This design comes from an exercise in tuning for small area, a short achievable clock period and few clock cycles on the open sky130 flow, not from production work.
RTL that was checked went through simulation tests only; none was proved equivalent to the original.
The flow treats the clock pin as an ideal source, which a real chip does not have.
No activity file was given, so power comes from the tool's default toggle rates.

==> run X <==
## w21_col_mac_seq
module w21_col_mac_seq (
    input  logic                    clk,
    input  logic                    rst,
    input  logic                    start,
    output logic [ADDR_W-1:0]       adrs_clm,
    input  logic signed [D_W-1:0]   w_in,
    input  logic signed [D_W-1:0]   x_in,
    output logic                    busy,
    output logic                    done,
    output logic signed [D_W-1:0]   result
);
export LEC_CHECK = 0
export ABC_CLOCK_PERIOD_IN_PS = 3000
export CAP_MARGIN = 20
export CORE_MARGIN = 2
export CORE_UTILIZATION = 40
export SLEW_MARGIN = 20
export SYNTH_HIERARCHICAL = 1
create_clock -name core_clock -period 9.0 [get_ports {clk}]
run.sh (not shown) runs the stock make flow with config.mk's settings and CLKGATE_MAP_FILE= SYNTH_SCRIPT=/design/flow/synth_recipe.tcl, a recipe that flattens the netlist after the stock synthesis.
==> inputs of run Y, as changes to run X <==
--- a/flow/config.mk
+++ b/flow/config.mk
@@ -9,5 +9,6 @@
 export CAP_MARGIN = 20
 export CORE_MARGIN = 2
 export CORE_UTILIZATION = 40
+export SETUP_SLACK_MARGIN = 5
 export SLEW_MARGIN = 20
 export SYNTH_HIERARCHICAL = 1
==> reports/metrics.cfg <==
[worst_setup_path]
critical_path.startpoint=first
required_ns=9.37
crit_path_max_fanout=56

[global_routing]
first_global_vias=14000

[clock_network]
ctsResizeCount=0

[placement]
post_dp_cell_area_um2=19200

[cells_and_area]
fin_util=0.439

[power_and_ir_drop]
power_combinational_uw=6590

[run_status]
status=no timing/DRC/antenna violations

# the run above: run X

==> reports/metrics.cfg <==
[cells_and_area]
area_share_nonclk_buffers=0.0573
fin_util=0.447

[floorplan]
io_pins=77

[worst_setup_path]
critical_path.startpoint=u_mac.w_q[10]
crit_path_max_fanout=21
cp.arrival_ns=4.33

[global_routing]
first_global_vias=14034
met1_usage=0.324

[sta]
hold_viol_final=0

[power_and_ir_drop]
power_combinational_uw=6800

[run_status]
status=no timing/DRC/antenna violations

[clock_network]
htree_levels=4

[placement]
post_dp_cell_area_um2=19300

# the run above: run Y

No run of this note included a check of the RTL's function; only the layout flow was run.

========
==> inputs of run H <==
w21_col_mac_seq, a different RTL version from the one above (not shown whole).
clock: 9.0 ns
lec_check: 0
abc_clock_period_in_ps: 3000
cap_margin: 20
core_margin: 2
core_utilization: 40
setup_slack_margin: 5
slew_margin: 20
synth_hierarchical: 1
==> run A (differences from run H) <==
--- a/flow/design.v
+++ b/flow/design.v
@@ -1353,117 +1353,117 @@
     assign g118 = a[40] & b[40];
     assign p119 = a[40] ^ b[40];
     assign t120 = a[40] | b[40];
     assign g121 = a[41] & b[41];
     assign p122 = a[41] ^ b[41];
     assign t123 = a[41] | b[41];
-    assign G124 = g7 | (t9 & g4);
-    assign P125 = t9 & t6;
-    assign G126 = g4 | (t6 & g1);
+    assign G124 = g7 | (p8 & g4);
+    assign P125 = p8 & p5;
+    assign G126 = g4 | (p5 & g1);
     assign G127 = G124 | (P125 & g1);
-    assign G128 = g13 | (t15 & g10);
-    assign P129 = t15 & t12;
-    assign G130 = g19 | (t21 & g16);
-    assign P131 = t21 & t18;
-    assign G132 = g16 | (t18 & G128);
-    assign P133 = t18 & P129;
+    assign G128 = g13 | (p14 & g10);
+    assign P129 = p14 & p11;
+    assign G130 = g19 | (p20 & g16);
+    assign P131 = p20 & p17;
+    assign G132 = g16 | (p17 & G128);
+    assign P133 = p17 & P129;
     assign G134 = G130 | (P131 & G128);
     assign P135 = P131 & P129;
-    assign G136 = g10 | (t12 & G127);
+    assign G136 = g10 | (p11 & G127);
     assign G137 = G128 | (P129 & G127);
     assign G138 = G132 | (P133 & G127);
     assign G139 = G134 | (P135 & G127);
-    assign G140 = g25 | (t27 & g22);
-    assign P141 = t27 & t24;
-    assign G142 = g31 | (t33 & g28);
-    assign P143 = t33 & t30;
-    assign G144 = g28 | (t30 & G140);
-    assign P145 = t30 & P141;
+    assign G140 = g25 | (p26 & g22);
+    assign P141 = p26 & p23;
+    assign G142 = g31 | (p32 & g28);
+    assign P143 = p32 & p29;
+    assign G144 = g28 | (p29 & G140);
+    assign P145 = p29 & P141;
     assign G146 = G142 | (P143 & G140);
     assign P147 = P143 & P141;
-    assign G148 = g37 | (t39 & g34);
-    assign P149 = t39 & t36;
-    assign G150 = g43 | (t45 & g40);
-    assign P151 = t45 & t42;
-    assign G152 = g40 | (t42 & G148);
-    assign P153 = t42 & P149;
+    assign G148 = g37 | (p38 & g34);
+    assign P149 = p38 & p35;
+    assign G150 = g43 | (p44 & g40);
+    assign P151 = p44 & p41;
+    assign G152 = g40 | (p41 & G148);
+    assign P153 = p41 & P149;
     assign G154 = G150 | (P151 & G148);
     assign P155 = P151 & P149;
-    assign G156 = g34 | (t36 & G146);
-    assign P157 = t36 & P147;
+    assign G156 = g34 | (p35 & G146);
+    assign P157 = p35 & P147;
     assign G158 = G148 | (P149 & G146);
     assign P159 = P149 & P147;
     assign G160 = G152 | (P153 & G146);
     assign P161 = P153 & P147;
     assign G162 = G154 | (P155 & G146);
     assign P163 = P155 & P147;
-    assign G164 = g22 | (t24 & G139);
+    assign G164 = g22 | (p23 & G139);
     assign G165 = G140 | (P141 & G139);
     assign G166 = G144 | (P145 & G139);
     assign G167 = G146 | (P147 & G139);
     assign G168 = G156 | (P157 & G139);
     assign G169 = G158 | (P159 & G139);
     assign G170 = G160 | (P161 & G139);
     assign G171 = G162 | (P163 & G139);
-    assign G172 = g49 | (t51 & g46);
-    assign P173 = t51 & t48;
-    assign G174 = g55 | (t57 & g52);
-    assign P175 = t57 & t54;
-    assign G176 = g52 | (t54 & G172);
-    assign P177 = t54 & P173;
+    assign G172 = g49 | (p50 & g46);
+    assign P173 = p50 & p47;
+    assign G174 = g55 | (p56 & g52);
+    assign P175 = p56 & p53;
+    assign G176 = g52 | (p53 & G172);
+    assign P177 = p53 & P173;
     assign G178 = G174 | (P175 & G172);
     assign P179 = P175 & P173;
-    assign G180 = g61 | (t63 & g58);
-    assign P181 = t63 & t60;
-    assign G182 = g67 | (t69 & g64);
-    assign P183 = t69 & t66;
-    assign G184 = g64 | (t66 & G180);
-    assign P185 = t66 & P181;
+    assign G180 = g61 | (p62 & g58);
+    assign P181 = p62 & p59;
+    assign G182 = g67 | (p68 & g64);
+    assign P183 = p68 & p65;
+    assign G184 = g64 | (p65 & G180);
+    assign P185 = p65 & P181;
     assign G186 = G182 | (P183 & G180);
     assign P187 = P183 & P181;
-    assign G188 = g58 | (t60 & G178);
-    assign P189 = t60 & P179;
+    assign G188 = g58 | (p59 & G178);
+    assign P189 = p59 & P179;
     assign G190 = G180 | (P181 & G178);
     assign P191 = P181 & P179;
     assign G192 = G184 | (P185 & G178);
     assign P193 = P185 & P179;
     assign G194 = G186 | (P187 & G178);
     assign P195 = P187 & P179;
-    assign G196 = g73 | (t75 & g70);
-    assign P197 = t75 & t72;
-    assign G198 = g79 | (t81 & g76);
-    assign P199 = t81 & t78;
-    assign G200 = g76 | (t78 & G196);
-    assign P201 = t78 & P197;
+    assign G196 = g73 | (p74 & g70);
+    assign P197 = p74 & p71;
+    assign G198 = g79 | (p80 & g76);
+    assign P199 = p80 & p77;
+    assign G200 = g76 | (p77 & G196);
+    assign P201 = p77 & P197;
     assign G202 = G198 | (P199 & G196);
     assign P203 = P199 & P197;
-    assign G204 = g85 | (t87 & g82);
-    assign P205 = t87 & t84;
-    assign G206 = g88 | (t90 & G204);
-    assign P207 = t90 & P205;
-    assign G208 = g82 | (t84 & G202);
-    assign P209 = t84 & P203;
+    assign G204 = g85 | (p86 & g82);
+    assign P205 = p86 & p83;
+    assign G206 = g88 | (p89 & G204);
+    assign P207 = p89 & P205;
+    assign G208 = g82 | (p83 & G202);
+    assign P209 = p83 & P203;
     assign G210 = G204 | (P205 & G202);
     assign P211 = P205 & P203;
     assign G212 = G206 | (P207 & G202);
     assign P213 = P207 & P203;
-    assign G214 = g70 | (t72 & G194);
-    assign P215 = t72 & P195;
+    assign G214 = g70 | (p71 & G194);
+    assign P215 = p71 & P195;
     assign G216 = G196 | (P197 & G194);
     assign P217 = P197 & P195;
     assign G218 = G200 | (P201 & G194);
     assign P219 = P201 & P195;
     assign G220 = G202 | (P203 & G194);
     assign P221 = P203 & P195;
     assign G222 = G208 | (P209 & G194);
     assign P223 = P209 & P195;
     assign G224 = G210 | (P211 & G194);
     assign P225 = P211 & P195;
     assign G226 = G212 | (P213 & G194);
     assign P227 = P213 & P195;
-    assign G228 = g46 | (t48 & G171);
+    assign G228 = g46 | (p47 & G171);
     assign G229 = G172 | (P173 & G171);
     assign G230 = G176 | (P177 & G171);
     assign G231 = G178 | (P179 & G171);
     assign G232 = G188 | (P189 & G171);
     assign G233 = G190 | (P191 & G171);
     assign G234 = G192 | (P193 & G171);
@@ -1493,28 +1493,28 @@
     assign s258 = p74 ^ G236;
     assign s259 = p77 ^ G237;
     assign s260 = p80 ^ G238;
     assign s261 = p83 ^ G239;
     assign s262 = p86 ^ G240;
     assign s263 = ~(p89 ^ G241);
-    assign G264 = g94 | (t96 & g91);
-    assign P265 = t96 & t93;
-    assign G266 = g100 | (t102 & g97);
-    assign P267 = t102 & t99;
-    assign G268 = g106 | (t108 & g103);
-    assign P269 = t108 & t105;
-    assign G270 = g112 | (t114 & g109);
-    assign P271 = t114 & t111;
-    assign G272 = g118 | (t120 & g115);
-    assign P273 = t120 & t117;
+    assign G264 = g94 | (p95 & g91);
+    assign P265 = p95 & p92;
+    assign G266 = g100 | (p101 & g97);
+    assign P267 = p101 & p98;
+    assign G268 = g106 | (p107 & g103);
+    assign P269 = p107 & p104;
+    assign G270 = g112 | (p113 & g109);
+    assign P271 = p113 & p110;
+    assign G272 = g118 | (p119 & g115);
+    assign P273 = p119 & p116;
     assign G274 = G266 | (P267 & G264);
     assign P275 = P267 & P265;
     assign G276 = G270 | (P271 & G268);
     assign P277 = P271 & P269;
-    assign G278 = g121 | (t123 & G272);
-    assign P279 = t123 & P273;
+    assign G278 = g121 | (p122 & G272);
+    assign P279 = p122 & P273;
     assign G280 = G276 | (P277 & G274);
     assign P281 = P277 & P275;
     assign G282 = G278 | (P279 & G280);
     assign P283 = P279 & P281;
     assign cg284 = G282 | (P283 & G242);
     assign sign285 = a[49] ^ (cg284 & a[42] & a[43] & a[44] & a[45] & a[46] & a[47] & a[48]);
==> summary.md <==
| Metric | Value |
|---|---|
| # fillers | between 3,000 and 4,000 |
| Clock network area share | roughly 3.2% |
| Status | no timing/DRC/antenna violations |
| Min Tclk post-route | about 3800 ps |
| Arrival @ worst endpoint | approximately 4200 ps |
| Vias/cell | roughly 5.4 |
| Internal power | 4.057 mW |
The numbers above come from run H.

==> summary.md <==
| Metric | Value |
|---|---|
| # fillers | about 3,800 |
| Status | no timing/DRC/antenna violations |
| Clock network area share | around 3.5% |
| Internal power | roughly 4.0 mW |
The numbers above come from run A.

Testbench counts of run A, summed over its fixed seeds: cycles 14,504.
Only the layout flow was run in run H; the RTL was not checked for function there.

========
==> inputs of v16 <==
w21_col_mac_seq, a different RTL version from the one above (not shown whole).
Settings: LEC_CHECK=0, ABC_CLOCK_PERIOD_IN_PS=3000, CAP_MARGIN=20, CORE_MARGIN=2, CORE_UTILIZATION=40, SLEW_MARGIN=20, SYNTH_HIERARCHICAL=1; clock period 9.0 ns.
standard.sh (not shown) runs the stock make flow with config.mk's settings and CLKGATE_MAP_FILE= SYNTH_SCRIPT=/design/flow/synth_recipe.tcl, a recipe that flattens the netlist after the stock synthesis.
==> flow/flow/run.sh <==
#!/bin/bash
set -euo pipefail
MARGIN=$(cat flow/margin.txt)
bash standard.sh "SETUP_SLACK_MARGIN=${MARGIN}" \
  "BUFFER_PORTS_ARGS=-buffer_cell sky130_fd_sc_hd__buf_1" finish > flow_make.log 2>&1
test -s out/final.def
==> flow/flow/margin.txt <==
5.4
==> v22 (differences from v16) <==
--- a/flow/design.v
+++ b/flow/design.v
@@ -8,15 +8,14 @@
     localparam logic signed [D_W-1:0] SAT_MAX = {1'b0, {(D_W-1){1'b1}}};
     localparam logic signed [D_W-1:0] SAT_MIN = {1'b1, {(D_W-1){1'b0}}};
 endpackage
 import w21_col_mac_seq_pkg::*;
 module mac_sat_21 (
     input  logic                  clk,
     input  logic                  first,      
-    input  logic                  fin,        
     input  logic signed [D_W-1:0] w_in,
     input  logic signed [D_W-1:0] x_in,
     output logic signed [D_W-1:0] result      
 );
     localparam int TREE_W = 42;
     localparam logic [ACC_W-TREE_W-1:0] K_UP = 8'd56;
     logic signed [D_W-1:0] w_q;
@@ -910,22 +909,22 @@
     assign nxt_a[40] = s519;
     assign nxt_b[40] = c516;
     assign nxt_a[41] = c520;
     assign nxt_b[41] = s523;
     assign up_in = first ? K_UP : acc_a[ACC_W-1:TREE_W];
     assign nxt_a[ACC_W-1:TREE_W] = up_in + 8'(c522) + 8'(c524);
     rescale_sat u_rs (.a(acc_a), .b(acc_b), .res(res_d));
-    assign result = w_q;
     always_ff @(posedge clk) begin
-        w_q   <= fin ? res_d : w_in;
+        w_q   <= w_in;
         one_q <= one_d;
         two_q <= two_d;
         neg_q <= neg_d;
         acc_a <= nxt_a;
         acc_b <= nxt_b;
+        result <= res_d;
     end
 endmodule
 module csa_fa (
     input  logic a,
     input  logic b,
     input  logic c,
     output logic s,
@@ -1570,13 +1569,12 @@
                 end
             end
         end
     end
     mac_sat_21 u_mac (
         .clk    (clk),
         .first  (first),
-        .fin    (fin),
         .w_in   (w_in),
         .x_in   (x_in),
         .result (result)
     );
 endmodule
==> flow/flow/run.sh (replaced) <==
#!/bin/bash
# Layout flow: the standard ORFS layout (standard.sh, standard synthesis unchanged) with
#  - the port buffers made with the smallest plain buffer,
#  - after clock-tree synthesis, useful skew for the register-to-register paths through
#    the multiplier tree (flow/early_clock.tcl): the registers that launch the partial
#    products clocked from buffers of their own on the clock port, and the accumulator
#    and result registers from a buffer below their clock-tree leaf.
# Every make step writes its own log under orfs/logs/; make's output goes to flow_make*.log,
# the skew step's to early_clock.log, all in this folder.
set -euo pipefail
MARGIN=$(cat flow/margin.txt)
KNOBS=("SETUP_SLACK_MARGIN=${MARGIN}" "BUFFER_PORTS_ARGS=-buffer_cell sky130_fd_sc_hd__buf_1")
bash standard.sh "${KNOBS[@]}" cts > flow_make_cts.log 2>&1
RES=orfs/results/${FLOW_PLATFORM}/w21_col_mac_seq/base
CTS_ODB=$PWD/$RES/4_cts.odb \
LIB_FILE=${FLOW_HOME}/platforms/${FLOW_PLATFORM}/lib/sky130_fd_sc_hd__tt_025C_1v80.lib \
EARLY_BUFS=$(cat flow/early_bufs.txt) EARLY_CELL=sky130_fd_sc_hd__clkbuf_16 \
LATE_CELL=$(cat flow/late_cell.txt) \
  openroad -no_init -exit flow/early_clock.tcl > early_clock.log 2>&1
touch $RES/4_cts.sdc
bash standard.sh "${KNOBS[@]}" finish > flow_make.log 2>&1
test -s out/final.def
==> flow/flow/early_bufs.txt (new file) <==
3
==> flow/flow/early_clock.tcl (new file) <==
# Useful skew for the register-to-register paths of the MAC, applied after clock-tree
# synthesis:
#  - late: the accumulator and result registers, which capture the products, get a buffer
#    of their own (LATE_CELL) below their clock-tree leaf, one level later.
# The accumulator's own loop is unchanged; paths from the inputs into the early registers
# and from the result registers to the outputs lose time, none gains.
set odb $::env(CTS_ODB)
read_db $odb
read_liberty $::env(LIB_FILE)
set block [ord::get_db_block]
set clknet [[$block findBTerm clk] getNet]

proc regs {pat} {
  set out {}
  foreach inst [[ord::get_db_block] getInsts] {
    if {[regexp $pat [$inst getName]]} { lappend out $inst }
  }
  return $out
}

proc centre {insts} {
  set sx 0; set sy 0
  foreach inst $insts {
    lassign [$inst getLocation] x y
    set sx [expr {$sx + $x}]; set sy [expr {$sy + $y}]
  }
  set n [llength $insts]
  return [list [expr {$sx / $n}] [expr {$sy / $n}]]
}

# a buffer of master on net from, driving the clock pins of insts
set nb 0
proc rehang {from master insts name} {
  set block [ord::get_db_block]
  set buf [odb::dbInst_create $block $master $name]
  set net [odb::dbNet_create $block net_$name]
  $net setSigType CLOCK
  [$buf findITerm A] connect $from
  [$buf findITerm X] connect $net
  foreach inst $insts {
    set it [$inst findITerm CLK]
    $it disconnect
    $it connect $net
  }
  lassign [centre $insts] x y
  $buf setLocation $x $y
  $buf setPlacementStatus PLACED
  puts "$name drives [llength $insts] registers"
}

# simple k-means on register positions
proc kmeans {insts k} {
  set n [llength $insts]
  set cs {}
  set sorted [lsort -command {apply {{a b} {
    expr {[lindex [$a getLocation] 0] - [lindex [$b getLocation] 0]}}}} $insts]
  for {set g 0} {$g < $k} {incr g} {
    lappend cs [centre [lrange $sorted [expr {$g * $n / $k}] [expr {($g + 1) * $n / $k - 1}]]]
  }
  for {set it 0} {$it < 20} {incr it} {
    set groups {}
    for {set g 0} {$g < $k} {incr g} { lappend groups {} }
    foreach inst $insts {
      lassign [$inst getLocation] x y
      set best 0; set bd 1e30
      for {set g 0} {$g < $k} {incr g} {
        lassign [lindex $cs $g] cx cy
        set d [expr {($x - $cx) ** 2 + ($y - $cy) ** 2}]
        if {$d < $bd} { set bd $d; set best $g }
      }
      lset groups $best [concat [lindex $groups $best] [list $inst]]
    }
    set cs {}
    foreach grp $groups {
      if {[llength $grp]} { lappend cs [centre $grp] } else { lappend cs {0 0} }
    }
  }
  return $groups
}

set early [regs {^(u_mac\.(w_q|one_q|two_q|neg_q)\\\[[0-9]+\\\]|first)\$}]
set late [regs {^u_mac\.(acc_a|acc_b|result)\\\[[0-9]+\\\]\$}]
puts "early registers: [llength $early], late registers: [llength $late]"

if {$::env(EARLY_BUFS) > 0} {
  set master [[ord::get_db] findMaster $::env(EARLY_CELL)]
  set g 0
  foreach grp [kmeans $early $::env(EARLY_BUFS)] {
    if {[llength $grp]} { rehang $clknet $master $grp clkbuf_early_$g }
    incr g
  }
}

if {$::env(LATE_CELL) ne "none"} {
  set master [[ord::get_db] findMaster $::env(LATE_CELL)]
  # group the late registers by the clock net they hang on now
  array set bynet {}
  foreach inst $late {
    set net [[$inst findITerm CLK] getNet]
    lappend bynet([$net getName]) $inst
  }
  set g 0
  foreach name [lsort [array names bynet]] {
    rehang [$block findNet $name] $master $bynet($name) clkbuf_late_$g
    incr g
  }
}

# drop clock-tree buffers left without loads
set removed 1
while {$removed} {
  set removed 0
  foreach inst [$block getInsts] {
    if {![string match *clkbuf* [[$inst getMaster] getName]]} continue
    set xo [$inst findITerm X]
    if {$xo eq "NULL" || $xo eq ""} continue
    set net [$xo getNet]
    if {$net eq "NULL" || $net eq ""} continue
    if {[llength [$net getITerms]] == 1 && [llength [$net getBTerms]] == 0} {
      puts "removing [$inst getName]"
      odb::dbInst_destroy $inst
      odb::dbNet_destroy $net
      set removed 1
      break
    }
  }
}
global_connect
detailed_placement
check_placement -verbose
write_db $odb
==> flow/flow/late_cell.txt (new file) <==
none
==> flow/flow/margin.txt (replaced) <==
5.5
Settings changed: CORE_UTILIZATION 40 to 55.
==> v6 (differences from v16) <==
--- a/flow/design.v
+++ b/flow/design.v
@@ -8,15 +8,14 @@
     localparam logic signed [D_W-1:0] SAT_MAX = {1'b0, {(D_W-1){1'b1}}};
     localparam logic signed [D_W-1:0] SAT_MIN = {1'b1, {(D_W-1){1'b0}}};
 endpackage
 import w21_col_mac_seq_pkg::*;
 module mac_sat_21 (
     input  logic                  clk,
     input  logic                  first,      
-    input  logic                  fin,        
     input  logic signed [D_W-1:0] w_in,
     input  logic signed [D_W-1:0] x_in,
     output logic signed [D_W-1:0] result      
 );
     localparam int TREE_W = 42;
     localparam logic [ACC_W-TREE_W-1:0] K_UP = 8'd56;
     logic signed [D_W-1:0] w_q;
@@ -910,22 +909,22 @@
     assign nxt_a[40] = s519;
     assign nxt_b[40] = c516;
     assign nxt_a[41] = c520;
     assign nxt_b[41] = s523;
     assign up_in = first ? K_UP : acc_a[ACC_W-1:TREE_W];
     assign nxt_a[ACC_W-1:TREE_W] = up_in + 8'(c522) + 8'(c524);
     rescale_sat u_rs (.a(acc_a), .b(acc_b), .res(res_d));
-    assign result = w_q;
     always_ff @(posedge clk) begin
-        w_q   <= fin ? res_d : w_in;
+        w_q   <= w_in;
         one_q <= one_d;
         two_q <= two_d;
         neg_q <= neg_d;
         acc_a <= nxt_a;
         acc_b <= nxt_b;
+        result <= res_d;
     end
 endmodule
 module csa_fa (
     input  logic a,
     input  logic b,
     input  logic c,
     output logic s,
@@ -1570,13 +1569,12 @@
                 end
             end
         end
     end
     mac_sat_21 u_mac (
         .clk    (clk),
         .first  (first),
-        .fin    (fin),
         .w_in   (w_in),
         .x_in   (x_in),
         .result (result)
     );
 endmodule
==> comparison <==
Maximum frequency: v16 < v6 < v22.
Against v16, the clock-buffer cell count of v22 is lower by 2.
The highest non-clock buffer count belongs to v16, the lowest to v6.
Wire length: v16 > v22 > v6.
v6 produced a clean layout. v22 completed with no timing, DRC or antenna violations. v16 completed with no timing, DRC or antenna violations.
The highest power belongs to v22, the lowest to v6.
The highest core utilization belongs to v22, the lowest to v6.
==> figures <==
Post-synthesis to final-layout area growth: v16 9.34%; v22 7.96%; v6 7.93%
Global placer's final weighted congestion: v16 0.866; v22 0.829; v6 0.836
Number of instances in the placed design: v16 2,006; v22 1,859; v6 1,998
Run status: v16 no timing/DRC/antenna violations; v22 no timing/DRC/antenna violations; v6 no timing/DRC/antenna violations
Cell type with the highest occurrence count on the critical path: v16 sky130_fd_sc_hd__fa_1; v22 -; v6 sky130_fd_sc_hd__fa_1
Synth Area per Inst: v16 10.8 sq um; v22 10.9 sq um; v6 10.9 sq um
Share of total power in combinational logic: v16 0.719; v22 0.683; v6 0.690
Area used by multi-input combinational logic: v16 0.0123 sq mm; v22 0.0120 sq mm; v6 0.0121 sq mm
Filler cells: v16 3,734; v22 2,479; v6 3,806
Routed wl met3: v16 4570 um; v22 3220 um; v6 2720 um
Met2 Wirelength: v16 22,600 um; v22 21,300 um; v6 20,600 um
Arrival time reported for the critical path endpoint: v16 3.88 ns; v22 3.69 ns; v6 3.84 ns
Total Nets Final: v16 1,868; v22 1,859; v6 1,851
Testbench counts of v22, summed over its fixed seeds: cycles 14,504.
Testbench counts of v6, summed over its fixed seeds: cycles 14,504.
The RTL of v16 was laid out without a check of its function.

## what the ideal ports hide
Ports are ideal in the flow. The routed layouts listed here were re-timed in OpenROAD. Step 1, drivers: a clkbuf_16 drives clk and a buf_2 each remaining input, both assumed. Step 2, shift: input delay + t, output delay - t, t = (earliest + latest rising clock arrival at the registers) / 2. This alone moves slack from input paths to output paths. Three values: ideal, step 1, step 2; two values: the first two.
run | t, ns | slack for setup (ns) | hold WS [ns] | clock arrival spread, ns
run X | 0.538 | 3.998 / 3.998 / 3.998 | 0.458 / 0.458 / 0.458 | 0.019 / 0.019
run Y | 0.542 | 5.052 / 5.052 / 5.052 | 0.457 / 0.457 / 0.457 | 0.016 / 0.017
run H | 0.519 | 5.164 / 5.164 / 5.164 | 0.450 / 0.450 / 0.450 | 0.017 / 0.018
run A | 0.522 | 5.097 / 5.097 / 5.097 | 0.451 / 0.451 / 0.451 | 0.016 / 0.016
v16 | 0.504 | 5.458 / 5.458 / 5.458 | 0.464 / 0.464 / 0.464 | 0.012 / 0.012
v22 | 0.386 | 5.670 / 5.633 / 5.670 | 0.403 / 0.403 / 0.403 | 0.353 / 0.353
v6 | 0.510 | 5.486 / 5.486 / 5.486 | 0.453 / 0.453 / 0.453 | 0.013 / 0.013
In v22 the clock reaches the registers at very different times; t lies between them, and the last value is a rough guide only.
